From an optimization exercise on the open Yosys and OpenROAD flow, aimed at small area, a short achievable clock period and few clock cycles; shortcuts taken in it are not production practice. Function was checked by simulation only, so behaviour that the tests miss may differ from the original. Power figures rest on the tool's default switching activity, not on a simulated workload.

oak:
Design indexed_stack_buffer, start of the top module:
module indexed_stack_buffer (
   input  logic        clock,
   input  logic        reset,
   input  logic        req_tvalid,
   output logic        req_tready,
   input  logic [39:0] req_tdata,
   output logic        rsp_tvalid,
   input  logic        rsp_tready,
   output logic [39:0] rsp_tdata
);
   localparam int N = isb_pkg::DEPTH;
   logic [4:0]  cnt;
   logic [3:0]  base;
   logic        dir;
   logic [3:0]  ptr  [N];
   logic [31:0] data [N];
   logic [3:0]  top_ptr, free_ptr;
   logic [3:0]  r_top;               
   logic        r_valid;
   logic [1:0]  r_mode;
   logic [31:0] r_value;
   logic        r_vzero;
   logic        r_in_range, r_below_top, r_at_top, r_idx_zero;
   logic [3:0]  r_slot, r_hi, r_ldslot;
   logic        q_valid;
   logic [3:0]  q_slot;
   logic        q_read;
   logic [2:0]  q_status;
   logic [4:0]  q_count;
   logic        h_valid, s_valid;
   logic [39:0] h_data, s_data;
   logic        ready;
   logic accept, adv, q_free, move, take;
   logic inc, dec;
   logic [3:0] base_n, r_top_n;
   logic [3:0] r_up, r_dn, r_end;
   logic [3:0] slot_n, hi_n, ld_n;
   logic [3:0] top_ptr_n, free_ptr_n;
  ...
Size in the first run: about 2800 cells after synthesis, ~780 flip-flops, roughly 35000 um2 of cells after synthesis.
==> flow/config.mk <==
export PLATFORM = sky130hd
export DESIGN_NAME = indexed_stack_buffer
export DESIGN_NICKNAME = indexed_stack_buffer
export VERILOG_FILES = /design/flow/design.v
export SDC_FILE = /design/flow/constraint.sdc
export NUM_CORES = 4
export LEC_CHECK = 0
export CAP_MARGIN = 20
export CORE_MARGIN = 2
export CORE_UTILIZATION = 55
export CTS_CLUSTER_DIAMETER = 60
export CTS_CLUSTER_SIZE = 20
export SETUP_SLACK_MARGIN = 2.2
export SLEW_MARGIN = 20
==> flow/constraint.sdc <==
create_clock -name core_clock -period 5.0 [get_ports {clock}]
set_input_delay 1.0000 -clock core_clock [delete_from_list [all_inputs] [get_ports {clock}]]
set_output_delay 1.0000 -clock core_clock [all_outputs]
set_load 0.01 [all_outputs]
standard.sh (not shown) runs the stock make flow with config.mk's settings and CLKGATE_MAP_FILE= SYNTH_SCRIPT=/design/flow/synth_recipe.tcl, a recipe that flattens the netlist after the stock synthesis.
==> flow/flow/run.sh <==
#!/bin/bash
# The standard layout, except that the port buffers are buf_4 cells
# instead of the slow delay buffers buffer_ports picks by default. Every
# port still gets its buffer. ORFS's per-step logs stay under orfs/logs;
# make's own output goes to flow_make.log.
set -euo pipefail
export BUFFER_PORTS_ARGS="-buffer_cell sky130_fd_sc_hd__buf_4"
bash standard.sh finish > flow_make.log 2>&1
Testbench counts of oak, summed over its fixed seeds: cycles 16,032.
What pine does differently from oak at the input level:
-- flow/design.v --
<<< oak, line 50
   logic [3:0] slot_n, hi_n, ld_n;
   logic [3:0] top_ptr_n, free_ptr_n;
   logic [N-1:0] wen;
   logic [4:0] cnt_n;
   logic       dir_n;
>>> pine, line 50
   logic [3:0] slot_n, hi_n, ld_n;
   logic [3:0] top_ptr_n, free_ptr_n;
   logic [4:0] cnt_n;
   logic       dir_n;
<<< oak, line 290
      end
      always_ff @(posedge clock) begin
         if (wen[p]) begin
            data[p] <= value;
         end
>>> pine, line 289
      end
      always_ff @(posedge clock) begin
         if (q_free && !full && (free_ptr == 4'(p))) begin
            data[p] <= value;
         end
<<< oak, line 326
         s_valid <= 1'b0;
         ready   <= 1'b1;
         wen     <= N'(1);
         move    <= 1'b0;
         q_free  <= 1'b1;
>>> pine, line 325
         s_valid <= 1'b0;
         ready   <= 1'b1;
         move    <= 1'b0;
         q_free  <= 1'b1;
<<< oak, line 339
         q_free  <= !q_valid_in || !(h_valid_in && s_valid_in);
         adv     <= r_valid_in && (!q_valid_in || !(h_valid_in && s_valid_in));
         for (int p = 0; p < N; p++) begin
            wen[p] <= (!q_valid_in || !(h_valid_in && s_valid_in)) &&
                      !cnt_n[4] && (free_ptr_n == 4'(p));
         end
      end
   end
>>> pine, line 337
         q_free  <= !q_valid_in || !(h_valid_in && s_valid_in);
         adv     <= r_valid_in && (!q_valid_in || !(h_valid_in && s_valid_in));
      end
   end
==> run summary <==
- Synthesized cell count (higher): pine
- Of pine and oak, the run reporting the lower non-clock buffer instance count of the final layout was oak.
- Of the two candidates, oak has the better power and pine the worse one.
- As far as remaining antenna violation count after routing goes, oak and pine are indistinguishable; the numbers are identical.
- oak has higher sequential share of layout area than pine.
- Compared with oak, pine shows a higher cell area after synthesis.
- Number of gates given a new drive strength after cts (higher): pine
- TritonCTS buffer count, pine and oak: smaller value in pine
- Compared with oak, pine shows met1 routing resource usage after global routing higher by 2.6 points.
- pine against oak: clock period minus final worst setup slack now sits higher, number of flip-flops and latches now sits lower.
Testbench counts of pine, summed over its fixed seeds: cycles 16,032.

---

Another version of the RTL of indexed_stack_buffer (not shown whole).
Size: ~2800 cells after synthesis, roughly 86 I/O pins, about 36000 um^2 of cells after synthesis.
==> flow/config.mk <==
export PLATFORM = sky130hd
export DESIGN_NAME = indexed_stack_buffer
export DESIGN_NICKNAME = indexed_stack_buffer
export VERILOG_FILES = /design/flow/design.v
export SDC_FILE = /design/flow/constraint.sdc
export NUM_CORES = 4
export LEC_CHECK = 0
export CAP_MARGIN = 20
export CORE_MARGIN = 2
export CORE_UTILIZATION = 55
export CTS_CLUSTER_DIAMETER = 60
export CTS_CLUSTER_SIZE = 20
export SETUP_SLACK_MARGIN = 2.2
export SLEW_MARGIN = 20
==> flow/constraint.sdc <==
create_clock -name core_clock -period 5.0 [get_ports {clock}]
set_input_delay 1.0000 -clock core_clock [delete_from_list [all_inputs] [get_ports {clock}]]
set_output_delay 1.0000 -clock core_clock [all_outputs]
set_load 0.01 [all_outputs]
Scripts as last shown in full above: flow/flow/run.sh
The first run produced a clean layout.
Testbench counts at the start, summed over its fixed seeds: cycles 16,032.
Rerun with:
--- a/flow/design.v
+++ b/flow/design.v
@@ -31,16 +31,17 @@
    logic [3:0]  r_top;               
    logic        r_valid;
    logic [1:0]  r_mode;
    logic [31:0] r_value;
    logic        r_vzero;
    logic        r_is_push, r_is_pop, r_is_rm, r_is_rev, r_push_ok, r_pop_ok;
    logic        r_in_range, r_below_top, r_at_top, r_idx_zero;
    logic [3:0]  r_slot, r_hi, r_ldslot;
+   logic        r_nowrap;            
    logic        q_valid;
    logic [3:0]  q_slot;
    logic        q_read;
    logic [2:0]  q_status;
    logic [4:0]  q_count;
    logic        h_valid, s_valid;
    logic [39:0] h_data, s_data;
    logic        ready;
@@ -76,16 +77,17 @@
                               ({1'b0, req_tdata[37:34]} + 5'd1 < cnt);
          r_at_top    <= inc ? ({1'b0, req_tdata[37:34]} == cnt) :
                         dec ? ({1'b0, req_tdata[37:34]} + 5'd2 == cnt) :
                               ({1'b0, req_tdata[37:34]} + 5'd1 == cnt);
          r_idx_zero  <= (req_tdata[37:34] == 4'd0);
          r_slot      <= slot_n;
          r_hi        <= hi_n;
          r_ldslot    <= ld_n;
+         r_nowrap    <= (slot_n <= hi_n);
       end
    end
    assign rsp_tvalid = h_valid;
    assign rsp_tdata  = h_data;
    logic [1:0]  mode;
    logic [31:0] value;
    logic        is_push, is_pop, is_rm, is_rev;
    logic        vzero, empty, full, in_range;
@@ -274,17 +276,17 @@
             end
       end
    end
    for (genvar p = 0; p < N; p++) begin : g_slot
       logic sh, ld, ge_lo, le_hi;
       assign ge_lo = (4'(p) >= r_idx);
       assign le_hi = (4'(p) <= sh_hi);
       assign sh = adv && is_rm && sh_any &&
-                  ((r_idx <= sh_hi) ? (ge_lo && le_hi) : (ge_lo || le_hi));
+                  (r_nowrap ? (ge_lo && le_hi) : (ge_lo || le_hi));
       assign ld = adv && is_rm && rm_ok && (r_ld == 4'(p));
       always_ff @(posedge clock) begin
          if (reset) begin
             ptr[p] <= 4'(p);
          end else if (sh) begin
             ptr[p] <= ptr[(p + 1) % N];
          end else if (ld) begin
             ptr[p] <= idx_ptr;
- The changed run produced a clean layout
- worst setup slack got worse by 0.054 ns
- non-clock buffer count increases by 11
- die area decreases slightly
- total power decreases by a few percent
- area after synthesis decreases slightly
- sequential power increases slightly
- hold slack improved by 0.0036 ns
- cell area decreases slightly
- flip-flop and latch count increases by 1
- core utilization decreases by 0.38 points
Testbench counts after the change, summed over its fixed seeds: cycles 16,032.

==> what the ideal ports hide <==
Ports are ideal in the flow. The routed layouts listed here were re-timed in OpenROAD.
Step 1 assumes that a clkbuf_16 drives the clock port and a buf_2 every other input.
Step 2, shift: input delay + t, output delay - t, t = (earliest + latest rising clock arrival at the registers) / 2. This alone moves slack from input paths to output paths.
a / b / c = ideal ports / drivers / drivers and shift; a / b = the first two.
run | t, ns | slack for setup (ns) | worst hold slack (ns) | worst setup path after step 2 | worst slew at a driven data input, ns
oak | 0.677 | 2.211 / 2.211 / 1.691 | 0.458 / 0.458 / 0.458 | input to register | 0.05
pine | 0.708 | 2.145 / 2.145 / 1.612 | 0.465 / 0.465 / 0.465 | input to register | 0.09
the first run of note 2 | 0.704 | 2.095 / 2.095 / 1.713 | 0.449 / 0.449 / 0.449 | input to register | 0.04
the second run of note 2 | 0.686 | 2.042 / 2.062 / 1.376 | 0.452 / 0.452 / 0.452 | input to register | 0.05
After both steps setup and hold are still met in every run listed. For the second run of note 2, which loses most, drivers alone change the setup slack by +0.020 ns; drivers and shift together by -0.666 ns.
